What follows belongs to an exercise in optimizing a design on an open flow for small area; a production flow would make more cautious choices.
No functional check of the RTL was part of any run shown here.
Power figures rest on the tool's default switching activity, not on a simulated workload.

==> design.v <==
`timescale 1ns/1ps
module c_a222oi (input logic a1, a2, b1, b2, c1, c2, output logic y);
  assign y = ~((a1 & a2) | (b1 & b2) | (c1 & c2));
endmodule
module c_mux2i (input logic a0, a1, s, output logic y);
  assign y = ~(s ? a1 : a0);
endmodule
module c_nor2 (input logic a, b, output logic y);
  assign y = ~(a | b);
endmodule
module c_nand2 (input logic a, b, output logic y);
  assign y = ~(a & b);
endmodule
module c_and2 (input logic a, b, output logic y);
  assign y = a & b;
endmodule
module c_xor2 (input logic a, b, output logic y);
  assign y = a ^ b;
endmodule
module c_xnor2 (input logic a, b, output logic y);
  assign y = ~(a ^ b);
endmodule
module c_a21oi (input logic a1, a2, b1, output logic y);
  assign y = ~((a1 & a2) | b1);
endmodule
module c_o21ai (input logic a1, a2, b1, output logic y);
  assign y = ~((a1 | a2) & b1);
endmodule
`timescale 1ns/1ps
module rd_bit (input logic [7:0] s, input logic [7:0] r, output logic y);
  logic t1, t2;
  c_a222oi g1 (.a1(s[0]), .a2(r[0]), .b1(s[1]), .b2(r[1]), .c1(s[2]), .c2(r[2]), .y(t1));
  c_a222oi g2 (.a1(s[3]), .a2(r[3]), .b1(s[4]), .b2(r[4]), .c1(s[5]), .c2(r[5]), .y(t2));
  assign y = ~(t1 & t2 & ~((s[6] & r[6]) | (s[7] & r[7])));
endmodule
module rd_port (
  input  logic [7:0]   sel,
  input  logic [127:0] regs,    
  output logic [15:0]  y
);
  for (genvar b = 0; b < 16; b++) begin : g_bit
    rd_bit u (
      .s (sel),
      .r ({regs[112+b], regs[96+b], regs[80+b], regs[64+b], regs[48+b], regs[32+b], regs[16+b], regs[b]}),
      .y (y[b])
    );
  end
endmodule
`timescale 1ns/1ps
module alu_even (input logic a, b, c, output logic p, g, cn);
  c_xor2  u_p (.a(a), .b(b), .y(p));
  c_and2  u_g (.a(a), .b(b), .y(g));
  c_a21oi u_c (.a1(p), .a2(c), .b1(g), .y(cn));
endmodule
module alu_odd (input logic a, b, cn, output logic pn, gn, c);
  c_xnor2 u_p (.a(a), .b(b), .y(pn));
  c_nand2 u_g (.a(a), .b(b), .y(gn));
  c_o21ai u_c (.a1(pn), .a2(cn), .b1(gn), .y(c));
endmodule
module res_t (input logic p, c, g, sh, mP, mC, mG, mS, output logic y);
  assign y = (p & mP) ^ ((c & mC) | (g & mG) | (sh & mS));
endmodule
module res_n (input logic pn, cn, gn, sh, mPn, mCn, mGn, mS, output logic y);
  assign y = ~(pn | mPn) ^ (~(cn | mCn) | ~(gn | mGn) | (sh & mS));
endmodule
module shifter16 (
  input  logic [15:0] a,
  input  logic [3:0]  s,
  input  logic        dir,
  output logic [15:0] y
);
  logic [15:0] un, v, wn, x, yn;
  logic        s1n, s3n;
  assign s1n = ~s[1];
  assign s3n = ~s[3];
  for (genvar i = 0; i < 16; i++) begin : g_bit
    c_mux2i u_in (.a0(a[i]), .a1(a[15-i]), .s(dir), .y(un[i]));
    if (i >= 1) begin : g1
      c_mux2i u (.a0(un[i]), .a1(un[i-1]), .s(s[0]), .y(v[i]));
    end else begin : g1z
      c_nor2 u (.a(s[0]), .b(un[i]), .y(v[i]));
    end
    if (i >= 2) begin : g2
      c_mux2i u (.a0(v[i]), .a1(v[i-2]), .s(s[1]), .y(wn[i]));
    end else begin : g2z
      c_nand2 u (.a(s1n), .b(v[i]), .y(wn[i]));
    end
    if (i >= 4) begin : g3
      c_mux2i u (.a0(wn[i]), .a1(wn[i-4]), .s(s[2]), .y(x[i]));
    end else begin : g3z
      c_nor2 u (.a(s[2]), .b(wn[i]), .y(x[i]));
    end
    if (i >= 8) begin : g4
      c_mux2i u (.a0(x[i]), .a1(x[i-8]), .s(s[3]), .y(yn[i]));
    end else begin : g4z
      c_nand2 u (.a(s3n), .b(x[i]), .y(yn[i]));
    end
    c_mux2i u_out (.a0(yn[i]), .a1(yn[15-i]), .s(dir), .y(y[i]));
  end
endmodule
module alu16 (
  input  logic [15:0] a,
  input  logic [15:0] b,
  input  logic        cin,
  input  logic        mP, mC, mG, mS,    
  input  logic        dir,               
  output logic [15:0] y
);
  logic [16:0] c;       
  logic [15:0] p, g;    
  logic [15:0] sh;
  logic        mPn, mCn, mGn;
  assign c[0] = cin;
  assign mPn  = ~mP;
  assign mCn  = ~mC;
  assign mGn  = ~mG;
  shifter16 u_sh (.a(a), .s(b[3:0]), .dir(dir), .y(sh));
  for (genvar i = 0; i < 16; i++) begin : g_bit
    if (i % 2 == 0) begin : ev
      alu_even u_a (.a(a[i]), .b(b[i]), .c(c[i]), .p(p[i]), .g(g[i]), .cn(c[i+1]));
      res_t    u_r (.p(p[i]), .c(c[i]), .g(g[i]), .sh(sh[i]), .mP(mP), .mC(mC), .mG(mG), .mS(mS), .y(y[i]));
    end else begin : od
      alu_odd  u_a (.a(a[i]), .b(b[i]), .cn(c[i]), .pn(p[i]), .gn(g[i]), .c(c[i+1]));
      res_n    u_r (.pn(p[i]), .cn(c[i]), .gn(g[i]), .sh(sh[i]), .mPn(mPn), .mCn(mCn), .mGn(mGn), .mS(mS), .y(y[i]));
    end
  end
endmodule
`timescale 1ns/1ps
module dcupTop (
  input  logic        CLK,
  input  logic        RST,
  input  logic        EN,
  input  logic        Start,
  output logic [7:0]  InstMemAddr,
  input  logic [15:0] Inst,
  output logic [7:0]  DataMemAddr,
  input  logic [15:0] DataIn,
  output logic        DataMemWE,
  output logic [15:0] DataOut,
  output logic        Running
);
  localparam logic [3:0] CNone = 4'b0000, CHalt = 4'b0001, CStore = 4'b0010, CCmp  = 4'b0011,
                         CJump = 4'b0100, CBz   = 4'b0101, CBnz   = 4'b0110,
                         CLdi  = 4'b1000, CLoad = 4'b1001, CAlu   = 4'b1011;
  localparam logic [2:0] FAdd = 3'b000, FXor = 3'b001, FAnd = 3'b010, FOr = 3'b011,
                         FSll = 3'b100, FSrl = 3'b101;
  logic        running;
  logic [7:0]  pc;
  logic [4:0]  dOp;
  logic [10:0] dF;
  logic [3:0]  eCls;
  logic [2:0]  eFn;
  logic        eCin;
  logic [15:0] eA;         
  logic [15:0] eB;         
  logic [2:0]  eIdx;
  logic        mTaken;
  logic        mWe;
  logic [1:0]  mCls;       
  logic [7:0]  mR;
  logic [15:0] mS;
  logic [2:0]  mIdx;
  logic        zeroFlag;
  logic        wWr;
  logic        wHalt;
  logic [2:0]  wIdx;
  logic [15:0] wData;
  logic [15:0] regs [8];
  logic        clr;
  assign Running     = running;
  assign InstMemAddr = pc;
  assign DataMemAddr = mR;
  assign DataMemWE   = mWe;
  assign DataOut     = mS;
  always_ff @(posedge CLK, posedge RST) begin
    if (RST) running <= 1'b0;
    else     running <= running ? (EN && !wHalt) : (EN && Start);
  end
  always_ff @(posedge CLK) begin
    if (!running)    pc <= '0;
    else if (mTaken) pc <= mR;
    else             pc <= pc + 1'b1;
  end
  always_ff @(posedge CLK, posedge RST) begin
    if (RST)          dOp <= '0;
    else if (running) dOp <= Inst[15:11];
  end
  always_ff @(posedge CLK) begin
    if (running) dF <= Inst[10:0];
  end
  logic [2:0]  r1, r2, r3;
  logic [7:0]  imm8;
  logic [3:0]  cls;
  logic [2:0]  fn;
  logic        yR1, yEn, xEn, isStore, sub;
  logic [1:0]  bSel;       
  logic        bReg;
  logic [2:0]  idxY, idxX;
  logic [15:0] rY, rX;
  logic [15:0] opA, opB;
  assign r1   = dF[10:8];
  assign r2   = dF[6:4];
  assign r3   = dF[2:0];
  assign imm8 = dF[7:0];
  always_comb begin
    cls     = CNone;
    fn      = FAdd;
    yR1     = 1'b0;
    yEn     = 1'b0;
    sub     = 1'b0;
    bSel    = 2'd0;
    bReg    = 1'b0;
    isStore = 1'b0;
    case (dOp)
      5'b00001: cls = CHalt;
      5'b00010: begin cls = CLoad;  yEn = 1'b1; bSel = 2'd2; end
      5'b00011: begin cls = CStore; yEn = 1'b1; bSel = 2'd2; isStore = 1'b1; end
      5'b00100: begin cls = CLdi;   bSel = 2'd1; end
      5'b00101: begin cls = CLdi;   bSel = 2'd3; end
      5'b00110: begin cls = CJump;  bSel = 2'd1; end
      5'b01000: begin cls = CBz;    bSel = 2'd1; yEn = 1'b1; yR1 = 1'b1; end
      5'b01001: begin cls = CBnz;   bSel = 2'd1; yEn = 1'b1; yR1 = 1'b1; end
      5'b10000: begin cls = CAlu;   yEn = 1'b1; bReg = 1'b1; end
      5'b10001: begin cls = CAlu;   yEn = 1'b1; bSel = 2'd1; yR1 = 1'b1; end
      5'b10011: begin cls = CAlu;   yEn = 1'b1; bReg = 1'b1; sub = 1'b1; end
      5'b10111: begin cls = CCmp;   yEn = 1'b1; bReg = 1'b1; sub = 1'b1; end
      5'b11001: begin cls = CAlu;   yEn = 1'b1; bReg = 1'b1; fn = FXor; end
      5'b11010: begin cls = CAlu;   yEn = 1'b1; bReg = 1'b1; fn = FAnd; end
      5'b11011: begin cls = CAlu;   yEn = 1'b1; bReg = 1'b1; fn = FOr;  end
      5'b11100: begin cls = CAlu;   yEn = 1'b1; bReg = 1'b1; fn = FSll; end
      5'b11110: begin cls = CAlu;   yEn = 1'b1; bReg = 1'b1; fn = FSrl; end
      default: ;
    endcase
  end
  assign xEn  = bReg || isStore;
  assign idxY = yR1 ? r1 : r2;
  assign idxX = isStore ? r1 : r3;
  logic [7:0]   selY, selX;
  logic [127:0] regBits;
  always_comb begin
    for (int i = 0; i < 8; i++) begin
      selY[i] = yEn && idxY == 3'(i);
      selX[i] = xEn && idxX == 3'(i);
      regBits[16*i +: 16] = regs[i];
    end
  end
  rd_port u_rdY (.sel(selY), .regs(regBits), .y(rY));
  rd_port u_rdX (.sel(selX), .regs(regBits), .y(rX));
  always_comb begin
    opA = isStore ? {rX[7:0], rY[7:0]} : rY;
    opB = bReg ? (rX ^ {16{sub}}) : {isStore ? rX[15:8] : 8'h00, 8'h00};
    case (bSel)
      2'd1:    opB[7:0]  = imm8;
      2'd2:    opB[3:0]  = imm8[3:0];
      2'd3:    opB[15:8] = imm8;
      default: ;
    endcase
  end
  always_ff @(posedge CLK, posedge RST) begin
    if (RST) begin
      eCls     <= CNone;
      eCin     <= 1'b0;
      eA[7:0]  <= '0;
      eB[7:0]  <= '0;
    end else if (running) begin
      eCls     <= cls;
      eCin     <= sub;
      eA[7:0]  <= opA[7:0];
      eB[7:0]  <= opB[7:0];
    end
  end
  always_ff @(posedge CLK) begin
    if (running) begin
      eFn       <= fn;
      eA[15:8]  <= opA[15:8];
      eB[15:8]  <= opB[15:8];
      eIdx      <= r1;
    end
  end
  logic [15:0] res;
  alu16 u_alu (
    .a   (eA),
    .b   (eB),
    .cin (eCin),
    .mP  (!eFn[2] && (!eFn[1] || eFn[0])),
    .mC  (eFn == FAdd),
    .mG  (!eFn[2] && eFn[1]),
    .mS  (eFn[2]),
    .dir (eFn[0]),
    .y   (res)
  );
  logic eFlag;
  assign eFlag = (eCls == CCmp) || (eCls == CAlu);
  always_ff @(posedge CLK, posedge RST) begin
    if (RST) begin
      zeroFlag <= 1'b0;
      mTaken   <= 1'b0;
      mCls     <= 2'b00;
      mR       <= '0;
    end else if (running) begin
      if (eFlag) zeroFlag <= (res == 16'h0000);
      mTaken <= (eCls == CJump) || (eCls == CBz && zeroFlag) || (eCls == CBnz && !zeroFlag);
      mCls   <= (eCls == CHalt) ? 2'b01 : (eCls == CLoad) ? 2'b11 : eCls[3] ? 2'b10 : 2'b00;
      mR     <= res[7:0];
    end
  end
  always_ff @(posedge CLK, posedge RST) begin
    if (RST) mWe <= 1'b0;
    else     mWe <= running && (eCls == CStore);
  end
  always_ff @(posedge CLK) begin
    if (running) begin
      mS[15:8] <= (eCls == CStore) ? eB[15:8] : res[15:8];
      mIdx     <= eIdx;
    end
    mS[7:0] <= eA[15:8];    
  end
  always_ff @(posedge CLK, posedge RST) begin
    if (RST) begin
      wWr   <= 1'b0;
      wHalt <= 1'b0;
    end else begin
      wWr   <= running && mCls[1];
      wHalt <= running && (mCls == 2'b01);
    end
  end
  always_ff @(posedge CLK) begin
    wIdx  <= mIdx;
    wData <= mCls[0] ? DataIn : {mS[15:8], mR};
  end
  always_ff @(posedge CLK, posedge RST) begin
    if (RST) clr <= 1'b1;
    else     clr <= 1'b0;
  end
  always_ff @(posedge CLK) begin
    for (int i = 0; i < 8; i++) begin
      if (clr || (running && wWr && wIdx == 3'(i))) regs[i] <= clr ? 16'h0000 : wData;
    end
  end
endmodule
==> run.sh <==
#!/bin/bash
# synth_recipe.tcl (not shown) runs the flow's synth.tcl, then flattens the netlist and writes it again
# the make line also repeats each setting of config.mk as NAME=value (left out here)
make -C /OpenROAD-flow-scripts/flow DESIGN_CONFIG=/design/flow/config.mk WORK_HOME=/design/flow/orfs CLKGATE_MAP_FILE= SYNTH_SCRIPT=/design/flow/synth_recipe.tcl finish
==> config.mk <==
export PLATFORM = sky130hd
export DESIGN_NAME = dcupTop
export DESIGN_NICKNAME = dcupTop
export VERILOG_FILES = /design/flow/design.v
export SDC_FILE = /design/flow/constraint.sdc
export NUM_CORES = 4
export LEC_CHECK = 0
export CAP_MARGIN = 20
export CORE_MARGIN = 2
export CORE_UTILIZATION = 65
export CTS_BUF_LIST = sky130_fd_sc_hd__clkbuf_4
export SLEW_MARGIN = 20
export SYNTH_HIERARCHICAL = 1
==> constraint.sdc <==
create_clock -name core_clock -period 4.5 [get_ports {CLK}]
set_input_delay 0.9000 -clock core_clock [delete_from_list [all_inputs] [get_ports {CLK}]]
set_output_delay 0.9000 -clock core_clock [all_outputs]
set_load 0.01 [all_outputs]
==> results of run 1 <==
stage by stage:
| step | cells | total power, uW | worst slack [ps] | area [um^2] | hold slack (ps) |
|---|---|---|---|---|---|
| global placement | 1246 | 5070 | 607 | 13300 | 326 |
| detailed placement | 1246 | 5130 | 508 | 13300 | 337 |
| global route | 1364 | 7410 | 154 | 14200 | 359 |
| floorplan | 930 | 4400 | 659 | 12200 | 323 |
| CTS | 1362 | 7100 | 469 | 14100 | 356 |
| finish | 1364 | 7120 | 428 | 14200 | 351 |
layout make-up:
class	count	area, um^2
Tap cell	234	293
Multi-Input combinational cell	641	5040
Inverter	17	63.8
Clock buffer	99	743
Clock inverter	17	104
Fill cell	1138	4340
Timing Repair Buffer	105	981
Sequential cell	250	6950
Antenna cell	1	2.50
registers in the layout (all words and copies together) (netlist names), 5 cells and up:
name   flops
regs     128
mR         8
mS        16
dF        11
dOp        5
pc         8
eB        16
wData     16
eA        16
worst max-delay path by stage:
| stage | from | to | slack, ps | cells past startpoint |
|---|---|---|---|---|
| 6_report | eB[0] | zeroFlag | 430 | 20 |
| 5_1_grt | eA[0] | zeroFlag | 150 | 20 |
| 4_1_cts | eB[0] | zeroFlag | 470 | 20 |
| 3_5_place_dp | eA[0] | zeroFlag | 510 | 20 |
| 3_3_place_gp | eA[0] | zeroFlag | 610 | 20 |
| 2_1_floorplan | eB[0] | zeroFlag | 660 | 20 |
power groups by stage:
| stage | Clock, uW | Sequential [uW] | Combinational, uW |
|---|---|---|---|
| floorplan | 0 | 3260 | 1140 |
| global placement | 0 | 3370 | 1700 |
| detailed placement | 0 | 3400 | 1740 |
| CTS | 1990 | 3360 | 1750 |
| global route | 2100 | 3400 | 1900 |
| finish | 1960 | 3370 | 1790 |
routing by layer:
metal | GRT usage | vias up
met4 | 0.173 | 2
met3 | 0.0832 | 147
met2 | 0.579 | 742
li1 | - | 4086
met1 | 0.457 | 4560
met5 | 0 | -
==> notes.md, run 1 <==
die width 141 um; Peak Freq 0.246 GHz; Skew-Pair Late Insertion Delay 710 ps; number of global-route vias before repair 9,375; Final Critical Period 4070 ps; crit path buf inv count 0; root buffer cell clkbuf_4; FF-to-FF Start eB[0]; Slew Viols, Final 0; global-route wire length before repair 53.6 mm; reg2reg end zeroFlag; met1 WL 12.7 mm; ANT nets after route 0; total internal power 4800 uW; RSZ-0062 raised after global routing no; Comb power frac 0.252; Hold Path Sink wIdx[0]; Syn Area/Cell 13.1 um^2; post-CTS setup buffers 0; worst vdd ir 0.379 mV; utilization after layout 0.766; worst setup path class reg -> reg; Starting Density 0.657; Vias/cell 6.99; drt drc 0; initial antenna violation count 2; Final Setup Violations 0; met3 wire len 4.01 mm; wire per inst 26.0 um; met2 wire length 17.1 mm; sw power 2320 uW; Die ar. 0.0198 mm^2; # rows 50; Via Count 9,537; Worst-path clk slew 80 ps; Max Root-Sink Buffers 3; hold crit path type reg -> reg; CTS tree yes; syn nets 976; PwrDens 502 mW/mm^2; I/O Buffers 69; Reg power frac 0.473; Slowest-stage cell, CP nor4_1; WP data required 5090 ps; Leak Pwr 0.00537 uW; total CTS buffers 61; Reg2Reg Depth 20; grt total ovfl 0; Initial DRC Count 1,640; I/O pins 70; status complete, no violations; cts repair resizes 0; CP Max Fanout 4; Final period util 0.905; drt pass-1 iters 17; post-synthesis instance total 930; hold path depth 0; clk sinks 250; Hold Buf Count CTS 0; share of layout cells above drive strength 1 0.198; max-cap viol count 0; CP top delay family compound AO/OA/AOI/OAI gates; YS warnings 8; most common cell after layout, fill and taps aside edfxtp_1; DR top layer met5; gr usage total 0.357; CP Data Arrival Time 4660 ps; Max Clock Skew 42.1 ps; min-delay src mIdx[0]; Layout Nets 1,122; Post-Route WL 35.5 mm; CP cell instances xor2_1, a21oi_2, o21ai_1, a21oi_2, o21ai_1, a21oi_2, o21ai_1, a21oi_2, o21ai_1, a21oi_2, o21ai_1, a21oi_2, o21ai_1, a21oi_2, o21ai_1, a222oi_1, xor2_1, nor4_1, nand4_1, o21ai_0; max incr delay on CP 450 ps; GPL Wtd Cong 0.941; CP endpoint kind register; H-tree Lvls 2; largest net degree at the start of global routing 62; switching part of the total 0.326; area grow syn2layout 16.6%; reg2reg setup slack 430 ps; core box area 0.0185 mm^2; highest-count cells in the layout ignoring fill and taps 172 x edfxtp_1, 99 x clkbuf_4, 89 x mux2i_1; Slew @ Worst Pin 842 ps; total negative slack 0 ps; CP Launch Type register; clock power share 0.275; Post-Syn Area 0.0122 mm^2; DP Wirelength 24.2 mm; Slew headroom 0.438; Hold Violations, Final 0; Die H 141 um
==> run 2, diff against run 1 <==
--- a/design.v
+++ b/design.v
@@ -26,6 +26,15 @@
 module c_o21ai (input logic a1, a2, b1, output logic y);
   assign y = ~((a1 | a2) & b1);
 endmodule
+module c_o22ai (input logic a1, a2, b1, b2, output logic y);
+  assign y = ~((a1 | a2) & (b1 | b2));
+endmodule
+module c_a22oi (input logic a1, a2, b1, b2, output logic y);
+  assign y = ~((a1 & a2) | (b1 & b2));
+endmodule
+module c_a22o (input logic a1, a2, b1, b2, output logic y);
+  assign y = (a1 & a2) | (b1 & b2);
+endmodule
 `timescale 1ns/1ps
 module rd_bit (input logic [7:0] s, input logic [7:0] r, output logic y);
   logic t1, t2;
@@ -58,45 +67,66 @@
   c_o21ai u_c (.a1(pn), .a2(cn), .b1(gn), .y(c));
 endmodule
 module res_t (input logic p, c, g, sh, mP, mC, mG, mS, output logic y);
-  assign y = (p & mP) ^ ((c & mC) | (g & mG) | (sh & mS));
+  logic pmn, tn;
+  c_nand2   u_p (.a(p), .b(mP), .y(pmn));
+  c_a222oi  u_t (.a1(c), .a2(mC), .b1(g), .b2(mG), .c1(sh), .c2(mS), .y(tn));
+  c_xor2    u_y (.a(pmn), .b(tn), .y(y));
 endmodule
-module res_n (input logic pn, cn, gn, sh, mPn, mCn, mGn, mS, output logic y);
-  assign y = ~(pn | mPn) ^ (~(cn | mCn) | ~(gn | mGn) | (sh & mS));
+module res_n (input logic pn, cn, gn, sh, mPn, mCn, mGn, output logic y);
+  logic pm, t1, tn;
+  c_nor2  u_p (.a(pn), .b(mPn), .y(pm));
+  c_o22ai u_t (.a1(cn), .a2(mCn), .b1(gn), .b2(mGn), .y(t1));
+  c_nor2  u_s (.a(t1), .b(sh), .y(tn));
+  c_xnor2 u_y (.a(pm), .b(tn), .y(y));
+endmodule
+module sh_stage #(parameter int K = 1, parameter bit POL = 0) (
+  input  logic [15:0] x,
+  input  logic        l, r, n,
+  output logic [15:0] y
+);
+  for (genvar i = 0; i < 16; i++) begin : g_bit
+    if (i >= K && i + K <= 15) begin : g3
+      c_a222oi u (.a1(l), .a2(x[i-K]), .b1(r), .b2(x[i+K]), .c1(n), .c2(x[i]), .y(y[i]));
+    end else if (i >= K) begin : gl
+      if (POL == 0) begin : t
+        c_a22oi u (.a1(l), .a2(x[i-K]), .b1(n), .b2(x[i]), .y(y[i]));
+      end else begin : f
+        logic t;
+        c_a22o u1 (.a1(l), .a2(x[i-K]), .b1(n), .b2(x[i]), .y(t));
+        c_nor2 u2 (.a(r), .b(t), .y(y[i]));
+      end
+    end else begin : gr
+      if (POL == 0) begin : t
+        c_a22oi u (.a1(r), .a2(x[i+K]), .b1(n), .b2(x[i]), .y(y[i]));
+      end else begin : f
+        logic t;
+        c_a22o u1 (.a1(r), .a2(x[i+K]), .b1(n), .b2(x[i]), .y(t));
+        c_nor2 u2 (.a(l), .b(t), .y(y[i]));
+      end
+    end
+  end
 endmodule
 module shifter16 (
   input  logic [15:0] a,
   input  logic [3:0]  s,
   input  logic        dir,
+  input  logic        en,
   output logic [15:0] y
 );
-  logic [15:0] un, v, wn, x, yn;
-  logic        s1n, s3n;
-  assign s1n = ~s[1];
-  assign s3n = ~s[3];
-  for (genvar i = 0; i < 16; i++) begin : g_bit
-    c_mux2i u_in (.a0(a[i]), .a1(a[15-i]), .s(dir), .y(un[i]));
-    if (i >= 1) begin : g1
-      c_mux2i u (.a0(un[i]), .a1(un[i-1]), .s(s[0]), .y(v[i]));
-    end else begin : g1z
-      c_nor2 u (.a(s[0]), .b(un[i]), .y(v[i]));
-    end
-    if (i >= 2) begin : g2
-      c_mux2i u (.a0(v[i]), .a1(v[i-2]), .s(s[1]), .y(wn[i]));
-    end else begin : g2z
-      c_nand2 u (.a(s1n), .b(v[i]), .y(wn[i]));
-    end
-    if (i >= 4) begin : g3
-      c_mux2i u (.a0(wn[i]), .a1(wn[i-4]), .s(s[2]), .y(x[i]));
-    end else begin : g3z
-      c_nor2 u (.a(s[2]), .b(wn[i]), .y(x[i]));
-    end
-    if (i >= 8) begin : g4
-      c_mux2i u (.a0(x[i]), .a1(x[i-8]), .s(s[3]), .y(yn[i]));
-    end else begin : g4z
-      c_nand2 u (.a(s3n), .b(x[i]), .y(yn[i]));
-    end
-    c_mux2i u_out (.a0(yn[i]), .a1(yn[15-i]), .s(dir), .y(y[i]));
-  end
+  logic [15:0] un, v, wn;
+  logic [3:0]  l, r, n;
+  assign l[3] = en && s[3] && !dir;
+  assign r[3] = en && s[3] && dir;
+  assign n[3] = en && !s[3];
+  for (genvar k = 0; k < 3; k++) begin : g_sel
+    assign l[k] = s[k] && !dir;
+    assign r[k] = s[k] && dir;
+    assign n[k] = !s[k];
+  end
+  sh_stage #(.K(8), .POL(0)) u8 (.x(a),  .l(l[3]), .r(r[3]), .n(n[3]), .y(un));
+  sh_stage #(.K(4), .POL(1)) u4 (.x(un), .l(l[2]), .r(r[2]), .n(n[2]), .y(v));
+  sh_stage #(.K(2), .POL(0)) u2 (.x(v),  .l(l[1]), .r(r[1]), .n(n[1]), .y(wn));
+  sh_stage #(.K(1), .POL(1)) u1 (.x(wn), .l(l[0]), .r(r[0]), .n(n[0]), .y(y));
 endmodule
 module alu16 (
   input  logic [15:0] a,
@@ -114,14 +144,14 @@
   assign mPn  = ~mP;
   assign mCn  = ~mC;
   assign mGn  = ~mG;
-  shifter16 u_sh (.a(a), .s(b[3:0]), .dir(dir), .y(sh));
+  shifter16 u_sh (.a(a), .s(b[3:0]), .dir(dir), .en(mS), .y(sh));
   for (genvar i = 0; i < 16; i++) begin : g_bit
     if (i % 2 == 0) begin : ev
       alu_even u_a (.a(a[i]), .b(b[i]), .c(c[i]), .p(p[i]), .g(g[i]), .cn(c[i+1]));
       res_t    u_r (.p(p[i]), .c(c[i]), .g(g[i]), .sh(sh[i]), .mP(mP), .mC(mC), .mG(mG), .mS(mS), .y(y[i]));
     end else begin : od
       alu_odd  u_a (.a(a[i]), .b(b[i]), .cn(c[i]), .pn(p[i]), .gn(g[i]), .c(c[i+1]));
-      res_n    u_r (.pn(p[i]), .cn(c[i]), .gn(g[i]), .sh(sh[i]), .mPn(mPn), .mCn(mCn), .mGn(mGn), .mS(mS), .y(y[i]));
+      res_n    u_r (.pn(p[i]), .cn(c[i]), .gn(g[i]), .sh(sh[i]), .mPn(mPn), .mCn(mCn), .mGn(mGn), .y(y[i]));
     end
   end
 endmodule
@@ -256,25 +286,18 @@
       default: ;
     endcase
   end
-  always_ff @(posedge CLK, posedge RST) begin
-    if (RST) begin
-      eCls     <= CNone;
-      eCin     <= 1'b0;
-      eA[7:0]  <= '0;
-      eB[7:0]  <= '0;
-    end else if (running) begin
-      eCls     <= cls;
-      eCin     <= sub;
-      eA[7:0]  <= opA[7:0];
-      eB[7:0]  <= opB[7:0];
-    end
+  logic stepE;
+  assign stepE = running || clr;
+  always_ff @(posedge CLK) begin
+    if (stepE) eCls <= clr ? CNone : cls;
   end
   always_ff @(posedge CLK) begin
     if (running) begin
-      eFn       <= fn;
-      eA[15:8]  <= opA[15:8];
-      eB[15:8]  <= opB[15:8];
-      eIdx      <= r1;
+      eFn  <= fn;
+      eCin <= sub;
+      eA   <= opA;
+      eB   <= opB;
+      eIdx <= r1;
     end
   end
   logic [15:0] res;
@@ -291,17 +314,14 @@
   );
   logic eFlag;
   assign eFlag = (eCls == CCmp) || (eCls == CAlu);
-  always_ff @(posedge CLK, posedge RST) begin
-    if (RST) begin
-      zeroFlag <= 1'b0;
-      mTaken   <= 1'b0;
-      mCls     <= 2'b00;
-      mR       <= '0;
-    end else if (running) begin
-      if (eFlag) zeroFlag <= (res == 16'h0000);
-      mTaken <= (eCls == CJump) || (eCls == CBz && zeroFlag) || (eCls == CBnz && !zeroFlag);
-      mCls   <= (eCls == CHalt) ? 2'b01 : (eCls == CLoad) ? 2'b11 : eCls[3] ? 2'b10 : 2'b00;
-      mR     <= res[7:0];
+  logic [7:0] resLo;
+  assign resLo = (eCls == CNone || clr) ? 8'h00 : res[7:0];
+  always_ff @(posedge CLK) begin
+    if ((running && eFlag) || clr) zeroFlag <= !clr && (res == 16'h0000);
+    if (stepE) begin
+      mTaken <= !clr && ((eCls == CJump) || (eCls == CBz && zeroFlag) || (eCls == CBnz && !zeroFlag));
+      mCls   <= clr ? 2'b00 : (eCls == CHalt) ? 2'b01 : (eCls == CLoad) ? 2'b11 : eCls[3] ? 2'b10 : 2'b00;
+      mR     <= resLo;
     end
   end
   always_ff @(posedge CLK, posedge RST) begin
@@ -315,18 +335,14 @@
     end
     mS[7:0] <= eA[15:8];    
   end
-  always_ff @(posedge CLK, posedge RST) begin
-    if (RST) begin
-      wWr   <= 1'b0;
-      wHalt <= 1'b0;
-    end else begin
-      wWr   <= running && mCls[1];
-      wHalt <= running && (mCls == 2'b01);
-    end
-  end
   always_ff @(posedge CLK) begin
+    wWr   <= running && mCls[1];
+    wHalt <= running && (mCls == 2'b01);
     wIdx  <= mIdx;
-    wData <= mCls[0] ? DataIn : {mS[15:8], mR};
+  end
+  always_ff @(posedge CLK, posedge RST) begin
+    if (RST) wData <= '0;
+    else     wData <= mCls[0] ? DataIn : {mS[15:8], mR};
   end
   always_ff @(posedge CLK, posedge RST) begin
     if (RST) clr <= 1'b1;
@@ -334,7 +350,7 @@
   end
   always_ff @(posedge CLK) begin
     for (int i = 0; i < 8; i++) begin
-      if (clr || (running && wWr && wIdx == 3'(i))) regs[i] <= clr ? 16'h0000 : wData;
+      if (clr || (running && wWr && wIdx == 3'(i))) regs[i] <= wData;
     end
   end
 endmodule
==> flow/run.sh (new file) <==
#!/bin/bash
# Standard layout, with smaller port buffers, a clock tree without dummy
# loads, and power recovery (downsizing where slack allows) after global route.
set -euo pipefail
bash standard.sh \
  BUFFER_PORTS_ARGS="-buffer_cell sky130_fd_sc_hd__buf_1" \
  CTS_ARGS="-sink_clustering_enable -repair_clock_nets -buf_list sky130_fd_sc_hd__clkbuf_4 -dont_use_dummy_load" \
  RECOVER_POWER=100 \
  finish > make.log 2>&1
==> standard.sh (new file) <==
#!/bin/bash
# synth_recipe.tcl (not shown) runs the flow's synth.tcl, then flattens the netlist and writes it again
# the make line also repeats each setting of config.mk as NAME=value (left out here)
make -C /OpenROAD-flow-scripts/flow DESIGN_CONFIG=/design/flow/config.mk WORK_HOME=/design/flow/orfs CLKGATE_MAP_FILE= SYNTH_SCRIPT=/design/flow/synth_recipe.tcl "${@:-finish}"
removed: run.sh
==> run 2 against run 1 <==
Effect of this change:
- the layout now fails its checks (max-capacitance violations, max-slew violations)
- clock skew increased by 48 ps
- setup slack worse by 210 ps
- maximum frequency is 4.9% lower
==> notes.md, run 2 <==
met2 wire length 15.7 mm (was 17.1 mm); global-route wire length before repair 52.1 mm (was 53.6 mm); area of the multi-input gates 0.00463 mm^2 (was 0.00504 mm^2); Max Root-Sink Buffers 3 (unchanged); post-CTS setup buffers 0 (unchanged); area grow syn2layout 9.14% (was 16.6%); Worst-path clk slew 60 ps (was 80 ps); number of global-route vias before repair 9,102 (was 9,375); CP top delay family buffers and inverters (was compound AO/OA/AOI/OAI gates); CP Data Arrival Time 4670 ps (was 4660 ps); wire per inst 27.4 um (was 26.0 um); Peak Freq 0.233 GHz (was 0.246 GHz); max reg flops 128 (unchanged); RSZ-0062 raised after global routing no (unchanged); max-cap viol count 1 (was 0); WP data required 4890 ps (was 5090 ps); critical path's most frequent cell a21oi_1; grt total ovfl 0 (unchanged); I/O pins 70 (unchanged); syn nets 935 (was 976); initial antenna violation count 1 (was 2); Hold Violations, Final 0 (unchanged); most common cell after layout, fill and taps aside edfxtp_1 (unchanged); Die H 140 um (was 141 um); Final Setup Violations 0 (unchanged); Layout Nets 1,080 (was 1,122); root buffer cell clkbuf_4 (unchanged); Fillers 1,230 (was 1,138); PwrDens 440 mW/mm^2 (was 502 mW/mm^2); drt drc 0 (unchanged); ANT nets after route 0 (unchanged); worst setup path class reg -> reg (unchanged); Post-Syn Area 0.0120 mm^2 (was 0.0122 mm^2); Final Critical Period 4280 ps (was 4070 ps); post-synthesis instance total 889 (was 930); Via Count 9,357 (was 9,537); I/O Buffers 69 (unchanged); core box area 0.0180 mm^2 (was 0.0185 mm^2); Slew @ Worst Pin 1980 ps (was 842 ps); Slew headroom -0.322 (was 0.438); Vias/cell 7.41 (was 6.99); DP Wirelength 23.4 mm (was 24.2 mm); Die ar. 0.0196 mm^2 (was 0.0198 mm^2); post-route cell area 0.0131 mm^2 (was 0.0142 mm^2); Skew-Pair Late Insertion Delay 720 ps (was 710 ps); Starting Density 0.666 (was 0.657); YS warnings 8 (unchanged); Post-Route WL 34.6 mm (was 35.5 mm); met3 wire len 4.48 mm (was 4.01 mm); GPL Wtd Cong 0.923 (was 0.941); met1 WL 12.7 mm (about the same); largest net degree at the start of global routing 56 (was 62); # rows 49 (was 50); DR top layer met4 (was met5); CTS tree yes (unchanged); drt pass-1 iters 13 (was 17); total negative slack 0 ps (unchanged); SO Faults max-capacitance violations, max-slew violations; share of layout cells above drive strength 1 0.159 (was 0.198); crit path buf inv count 3 (was 0); flip-flop and latch area 0.00718 mm^2 (was 0.00695 mm^2); Leak Pwr 0.00452 uW (was 0.00537 uW); Max Clock Skew 90.0 ps (was 42.1 ps); CP endpoint kind register (unchanged); clk sinks 250 (unchanged); CP Max Fanout 16 (was 4); max incr delay on CP 810 ps (was 450 ps); highest-count cells in the layout ignoring fill and taps 205 x edfxtp_1, 106 x a222oi_1, 69 x buf_1 (was 172 x edfxtp_1, 99 x clkbuf_4, 89 x mux2i_1); Slowest-stage cell, CP clkbuf_1 (was nor4_1); Final period util 0.952 (was 0.905); DP Area 0.0127 mm^2 (was 0.0133 mm^2); total CTS buffers 61 (unchanged); Syn Area/Cell 13.5 um^2 (was 13.1 um^2); gr usage total 0.352 (was 0.357); Initial DRC Count 1,847 (was 1,640); Top reg by flops regs (unchanged); die width 140 um (was 141 um); CP cell instances inv_1, ha_1, nor2b_1, a2111oi_4, buf_4, o21bai_1, a21oi_1, clkbuf_1, a222oi_1, nand3_1, xnor2_1, o21ai_1, a21oi_1 (was xor2_1, a21oi_2, o21ai_1, a21oi_2, o21ai_1, a21oi_2, o21ai_1, a21oi_2, o21ai_1, a21oi_2, o21ai_1, a21oi_2, o21ai_1, a21oi_2, o21ai_1, a222oi_1, xor2_1, nor4_1, nand4_1, o21ai_0); Slew Viols, Final 25 (was 0); H-tree Lvls 2 (unchanged); status failed layout checks (was complete, no violations); CP Launch Type register (unchanged); worst vdd ir 0.297 mV (was 0.379 mV); hold crit path type reg -> reg (unchanged)
-- run 2: worst paths after layout --
path | endpoint | slack [ps] | cells past startpoint | startpoint
max | eB[11] | 220 | 13 | dOp[1]
min | wIdx[0] | 360 | 0 | mIdx[0]
max reg2reg | eB[11] | 220 | 13 | dOp[1]
min reg2reg | wIdx[0] | 360 | 0 | mIdx[0]
max in group asynchronous | wData[13] | 2430 | 3 | RST
min in group asynchronous | wData[6] | 860 | 3 | RST
-- run 2: through the flow --
step                total power, uW  instances  utilization  hold slack, ps  setup slack (ps)
floorplan                      3960        889            -             323               774
CTS                            5760       1261        0.731             218               491
global route                   6000       1262        0.727             355              17.6
global placement               4370       1200        0.705             337               511
detailed placement             4420       1200        0.705             336               545
finish                         5770       1262        0.727             360               216
-- run 2: repair_timing --
action,4_1_cts,5_1_grt
setup endpoints to repair,0,1
gates resized for setup,0,1
hold buffers,0,0
-- run 2: final cells by class --
type	instances	area share
diodes	1	0.000191
clock buffers	61	0.0349
repair buffers	104	0.0373
flip-flops and latches	250	0.547
well taps	229	0.0219
inverters	18	0.00515
multi-input cells	599	0.353
-- run 2: layer usage --
layer	GRT usage	up-vias
met1	0.480	4479
met3	0.0834	125
met5	0	-
met4	0.165	0
li1	-	3991
met2	0.543	762
-- run 2: report_power, final --
part	switching [uW]	internal (uW)	total (uW)
clock	751	608	1360
combinational	727	458	1180
sequential	317	2910	3220

-- afterwards: timing with drivers on the ports --
In the flow no input, the clock included, has a driving cell. The finished layouts below were timed again as built, in two steps. Step 1: set_driving_cell puts a clkbuf_16 on CLK and a buf_2 on each other input, an assumption about the parent block. Step 2 adds t to the input delays and takes it off the output delays; t is the mean of the earliest and latest rising clock arrival at the registers after step 1. Input paths then give back, and output paths get back, about the clock's delay inside the block. Slacks: no drivers / after step 1 / after step 2; pairs: no drivers / after step 1.
run	t (ns)	slack for setup (ns)	worst hold slack (ns)	cell pins on the clock port's net
run 1	0.735	0.428 / 0.428 / 0.428	0.351 / 0.351 / 0.351	1
run 2	0.718	0.216 / 0.216 / 0.216	0.360 / 0.360 / 0.360	1
